Context: an optimization exercise on an open-source flow, tuned for small area, a short achievable clock period and few clock cycles. The choices shown serve that exercise and are no tape-out recipe. Where RTL was checked, it was by simulation tests only, not by an equivalence proof against the original. Power and IR drop assume default switching activity.

the previous run:
==> module rbd_queue, before the edit <==
module rbd_queue
#(
    parameter int DEPTH = 3
)
(
    input  logic       i_clk,
    input  logic       i_rst_n,
    input  logic       i_push,
    input  logic [9:0] i_item,
    input  logic       i_pop,
    output logic       o_full,
    output logic       o_valid,
    output logic [9:0] o_item
);
    localparam int AW = (DEPTH > 1) ? $clog2(DEPTH) : 1;
    localparam int CW = $clog2(DEPTH + 1);
    logic [9:0]    r_mem [0:DEPTH-1];
    logic [AW-1:0] r_wr;
    logic [AW-1:0] r_rd;
    logic [CW-1:0] r_count;
    assign o_full  = (r_count == CW'(DEPTH));
    assign o_valid = (r_count != '0);
    assign o_item  = r_mem[r_rd];
    always_ff @(posedge i_clk) begin
        if (i_push) begin
            r_mem[r_wr] <= i_item;
        end
    end
    always_ff @(posedge i_clk) begin
        if (!i_rst_n) begin
            r_wr    <= '0;
            r_rd    <= '0;
            r_count <= '0;
        end else begin
            if (i_push) begin
                r_wr <= (r_wr == AW'(DEPTH - 1)) ? '0 : r_wr + AW'(1);
            end
            if (i_pop) begin
                r_rd <= (r_rd == AW'(DEPTH - 1)) ? '0 : r_rd + AW'(1);
            end
            if (i_push && !i_pop) begin
                r_count <= r_count + CW'(1);
            end else if (i_pop && !i_push) begin
                r_count <= r_count - CW'(1);
            end
        end
    end
endmodule
export LEC_CHECK = 0
export CAP_MARGIN = 20
export CORE_MARGIN = 2
export CORE_UTILIZATION = 40
export CTS_CLUSTER_DIAMETER = 100
export CTS_CLUSTER_SIZE = 22
export SETUP_SLACK_MARGIN = 5
export SLEW_MARGIN = 20
create_clock -name core_clock -period 8.5 [get_ports {i_clk}]
standard.sh (not shown) runs the stock make flow with config.mk's settings and CLKGATE_MAP_FILE= SYNTH_SCRIPT=/design/flow/synth_recipe.tcl, a recipe that flattens the netlist after the stock synthesis.
==> flow/flow/run.sh <==
#!/bin/bash
# The standard layout, with the port buffers made from the smallest plain
# buffer cell instead of the resizer's default choice.
set -euo pipefail
export BUFFER_PORTS_ARGS="-buffer_cell sky130_fd_sc_hd__buf_1"
bash standard.sh finish > standard.log 2>&1
## Diff of input files: the current run against the previous run
-- flow/design.v --
<<< the previous run, line 338
module rbd_queue
#(
    parameter int DEPTH = 3
)
(
>>> the current run, line 338
module rbd_queue
#(
    parameter int DEPTH = 2
)
(
==> comparison <==
- The current run finished every step from synthesis to the final layout, and the layout passed the timing, design-rule and antenna checks.
- Diff the previous run -> the current run: fraction of power consumed by the clock network lower, maximum frequency higher, count of clock-buffer cells in the layout lower, floorplan die height lower, number of nets in the layout lower.
- Diff the previous run -> the current run: share of power burned in combinational logic went up 21 points, global-route usage went down 0.36 points.
Testbench counts of the current run, summed over its fixed seeds: cycles 13,035.
Function not checked in the previous run: the RTL went through the layout flow alone.


replay_block_deframer_core, a different RTL version from the one above (not shown whole).
Size: roughly 1,700 cells after synthesis, roughly 260 flip-flops, about 17,000 um2 of cells after synthesis.
==> module rbd_fadd, before the edit <==
module rbd_fadd
(
    input  logic        i_clk,
    input  logic        i_rst_n,
    input  logic        i_load,
    input  logic [3:0]  i_lane_we,
    input  logic [7:0]  i_delta,
    input  logic [31:0] i_a,
    output logic        o_busy,
    output logic [31:0] o_time
);
    logic [31:0] o_sum;
    logic [2:0]  r_p;       
    logic [7:0]  r_md;      
    logic        r_dz;      
    logic [3:0]  r_st;      
    logic [4:0]  r_sh;
    logic        r_dbig;
    logic [27:0] r_w;
    assign r_w = o_time[27:0];
    logic [7:0]  r_e;
    logic        sa;
    logic [7:0]  ea;
    logic [7:0]  ea_eff;
    logic [23:0] ma;
    assign sa     = i_a[31];
    assign ea     = i_a[30:23];
    assign ea_eff = (ea == 8'd0) ? 8'd1 : ea;
    assign ma     = {ea != 8'd0, i_a[22:0]};
    logic [2:0] ld_p;
    always_comb begin
        ld_p = 3'd0;
        for (int i = 0; i < 8; i++) begin
            if (i_delta[i]) ld_p = 3'(i);
        end
    end
    always_ff @(posedge i_clk) begin
        if (i_load) begin
            r_p  <= ld_p;
            r_md <= i_delta << (3'd7 - ld_p);
            r_dz <= (i_delta == 8'd0);
        end
    end
    logic done;
    assign done   = r_st[3] && (r_w[27] || r_w[26] || (r_w == 28'd0));
    assign o_busy = |r_st;
    always_ff @(posedge i_clk) begin
        if (!i_rst_n) begin
            r_st <= '0;
        end else begin
            r_st[0] <= i_load;
            r_st[1] <= r_st[0];
            r_st[2] <= r_st[1];
            r_st[3] <= r_st[2] || (r_st[3] && !done);
        end
    end
    logic [8:0] diff;       
    logic [8:0] adiff;
    assign diff  = {1'b0, ea_eff} - 9'd127 - {6'd0, r_p};
    assign adiff = diff[8] ? (9'd0 - diff) : diff;
    always_ff @(posedge i_clk) begin
        if (r_st[0]) begin
            r_dbig <= diff[8] || ((diff == 9'd0) &&
                      ((r_md > ma[23:16]) || ((r_md == ma[23:16]) && (ma[15:0] == 16'd0))));
            r_sh   <= (adiff > 9'd31) ? 5'd31 : adiff[4:0];
        end
    end
    logic [26:0] y_sh;
    always_comb begin
        logic [26:0] v;
        logic        st;
        v  = r_dbig ? {ma, 3'b000} : {r_md, 19'd0};
        st = 1'b0;
        if (r_sh[0]) begin st = st | v[0];          v = v >> 1;  end
        if (r_sh[1]) begin st = st | (|v[1:0]);     v = v >> 2;  end
        if (r_sh[2]) begin st = st | (|v[3:0]);     v = v >> 4;  end
        if (r_sh[3]) begin st = st | (|v[7:0]);     v = v >> 8;  end
        if (r_sh[4]) begin st = st | (|v[15:0]);    v = v >> 16; end
        y_sh = v | {26'd0, st};
    end
    logic [26:0] x;
    logic [27:0] s;
    assign x = r_dbig ? {r_md, 19'd0} : {ma, 3'b000};
    rbd_add #(.W(28)) u_add (
        .i_a    ({1'b0, x}),
        .i_b    (r_w),
        .i_cin  (sa),
        .o_sum  (s),
        .o_cout ()
    );
    always_ff @(posedge i_clk) begin
        if (r_st[1]) begin
            o_time[27:0] <= {sa, sa ? ~y_sh : y_sh};
        end else if (r_st[2]) begin
            o_time[27:0] <= s;
            r_e <= r_dbig ? (8'd127 + {5'd0, r_p}) : ea_eff;
        end else if (done) begin
            o_time <= o_sum;
        end else if (r_st[3]) begin
            o_time[27:0] <= {r_w[26:0], 1'b0};
            r_e <= r_e - 8'd1;
        end else begin
            for (int k = 0; k < 4; k++) begin
                if (i_lane_we[k]) o_time[8*k +: 8] <= i_delta;
            end
        end
    end
    logic [23:0] m;
    logic        g;
    logic        stk;
    logic        up;
    logic [24:0] mant;
    logic [7:0]  e2;
    assign m    = r_w[27] ? r_w[27:4] : r_w[26:3];
    assign g    = r_w[27] ? r_w[3] : r_w[2];
    assign stk  = r_w[27] ? (|r_w[2:0]) : (|r_w[1:0]);
    assign up   = g & (stk | m[0]);
    rbd_add #(.W(25)) u_round (
        .i_a    ({1'b0, m}),
        .i_b    (25'd0),
        .i_cin  (up),
        .o_sum  (mant),
        .o_cout ()
    );
    assign e2   = r_e + {7'd0, r_w[27]} + {7'd0, mant[24]};
    always_comb begin
        if (ea == 8'hFF) begin
            o_sum = i_a | {9'd0, i_a[22:0] != 23'd0, 22'd0};
        end else if (r_dz) begin
            o_sum = (i_a[30:0] == 31'd0) ? 32'd0 : i_a;
        end else if (!r_w[27] && !r_w[26]) begin
            o_sum = 32'd0;
        end else begin
            o_sum = {sa & ~r_dbig, e2, mant[22:0]};
        end
    end
endmodule
==> module rbd_queue, before the edit <==
module rbd_queue
#(
    parameter int DEPTH = 2
)
(
    input  logic       i_clk,
    input  logic       i_rst_n,
    input  logic       i_push,
    input  logic [9:0] i_item,
    input  logic       i_pop,
    output logic       o_full,
    output logic       o_valid,
    output logic [9:0] o_item
);
    localparam int AW = (DEPTH > 1) ? $clog2(DEPTH) : 1;
    localparam int CW = $clog2(DEPTH + 1);
    logic [9:0]    r_mem [0:DEPTH-1];
    logic [AW-1:0] r_wr;
    logic [AW-1:0] r_rd;
    logic [CW-1:0] r_count;
    assign o_full  = (r_count == CW'(DEPTH));
    assign o_valid = (r_count != '0);
    assign o_item  = r_mem[r_rd];
    always_ff @(posedge i_clk) begin
        if (i_push) begin
            r_mem[r_wr] <= i_item;
        end
    end
    always_ff @(posedge i_clk) begin
        if (!i_rst_n) begin
            r_wr    <= '0;
            r_rd    <= '0;
            r_count <= '0;
        end else begin
            if (i_push) begin
                r_wr <= (r_wr == AW'(DEPTH - 1)) ? '0 : r_wr + AW'(1);
            end
            if (i_pop) begin
                r_rd <= (r_rd == AW'(DEPTH - 1)) ? '0 : r_rd + AW'(1);
            end
            if (i_push && !i_pop) begin
                r_count <= r_count + CW'(1);
            end else if (i_pop && !i_push) begin
                r_count <= r_count - CW'(1);
            end
        end
    end
endmodule
==> flow/config.mk <==
export PLATFORM = sky130hd
export DESIGN_NAME = replay_block_deframer_core
export DESIGN_NICKNAME = replay_block_deframer_core
export VERILOG_FILES = /design/flow/design.v
export SDC_FILE = /design/flow/constraint.sdc
export NUM_CORES = 4
export LEC_CHECK = 0
export CAP_MARGIN = 20
export CORE_MARGIN = 2
export CORE_UTILIZATION = 40
export SETUP_SLACK_MARGIN = 5
export SLEW_MARGIN = 20
==> flow/constraint.sdc <==
create_clock -name core_clock -period 8.5 [get_ports {i_clk}]
set_input_delay 1.7000 -clock core_clock [delete_from_list [all_inputs] [get_ports {i_clk}]]
set_output_delay 1.7000 -clock core_clock [all_outputs]
set_load 0.01 [all_outputs]
run.sh (not shown) runs the stock make flow with config.mk's settings and CLKGATE_MAP_FILE= SYNTH_SCRIPT=/design/flow/synth_recipe.tcl, a recipe that flattens the netlist after the stock synthesis.
Stock flow here: none of the scripts above is used.
==> next run, changes <==
--- a/flow/design.v
+++ b/flow/design.v
@@ -80,20 +80,20 @@
     end
     logic [26:0] x;
     logic [27:0] s;
     assign x = r_dbig ? {r_md, 19'd0} : {ma, 3'b000};
     rbd_add #(.W(28)) u_add (
         .i_a    ({1'b0, x}),
-        .i_b    (r_w),
+        .i_b    (sa ? ~r_w : r_w),
         .i_cin  (sa),
         .o_sum  (s),
         .o_cout ()
     );
     always_ff @(posedge i_clk) begin
         if (r_st[1]) begin
-            o_time[27:0] <= {sa, sa ? ~y_sh : y_sh};
+            o_time[27:0] <= {1'b0, y_sh};
         end else if (r_st[2]) begin
             o_time[27:0] <= s;
             r_e <= r_dbig ? (8'd127 + {5'd0, r_p}) : ea_eff;
         end else if (done) begin
             o_time <= o_sum;
         end else if (r_st[3]) begin
@@ -317,13 +317,13 @@
             end
         end
     end
 endmodule
 module rbd_queue
 #(
-    parameter int DEPTH = 2
+    parameter int DEPTH = 4
 )
 (
     input  logic       i_clk,
     input  logic       i_rst_n,
     input  logic       i_push,
     input  logic [9:0] i_item,
After rerunning: Worst setup slack gains 0.23 ns; die area went up by a few percent; critical path depth is lower by 3; fmax rose by a few percent; total power climbs by about a fifth; cell count rises by a few percent.
Testbench counts after the change, summed over its fixed seeds: cycles 13,091.
For the first run of this note, only the layout was checked, not whether the RTL still works.

==> what the ideal ports hide <==
The results above use ideal ports. As a check the final layouts listed here were re-extracted and re-timed, cells and wires unchanged.
Step 1 sets driving cells, clkbuf_16 on the clock port and buf_2 on the other inputs (assumed; they add their load-dependent delay and slew).
Step 2 times the ports against the registers' clock, not the clock port: input delays grow and output delays shrink by t, the midpoint of the rising clock arrivals with the driver on.
a / b / c = ideal ports / drivers / drivers and shift; a / b = the first two.
run | t, ns | setup slack, ns | worst setup path after step 2 | worst register clock-pin slew, ns | pins driven straight from the clock port
the previous run | 0.556 | 4.740 / 4.740 / 4.520 | input to register | 0.10 / 0.10 | 1
the current run | 0.568 | 4.979 / 4.979 / 4.640 | input to register | 0.10 / 0.10 | 1
the first run of note 2 | 0.629 | 4.501 / 4.501 / 4.501 | register to register | 0.06 / 0.06 | 1
the second run of note 2 | 0.587 | 4.731 / 4.731 / 4.216 | input to register | 0.06 / 0.06 | 1
After both steps setup and hold are still met in every run listed. For the second run of note 2, which loses most, drivers alone change the setup slack by 0.000 ns; drivers and shift together by -0.515 ns.
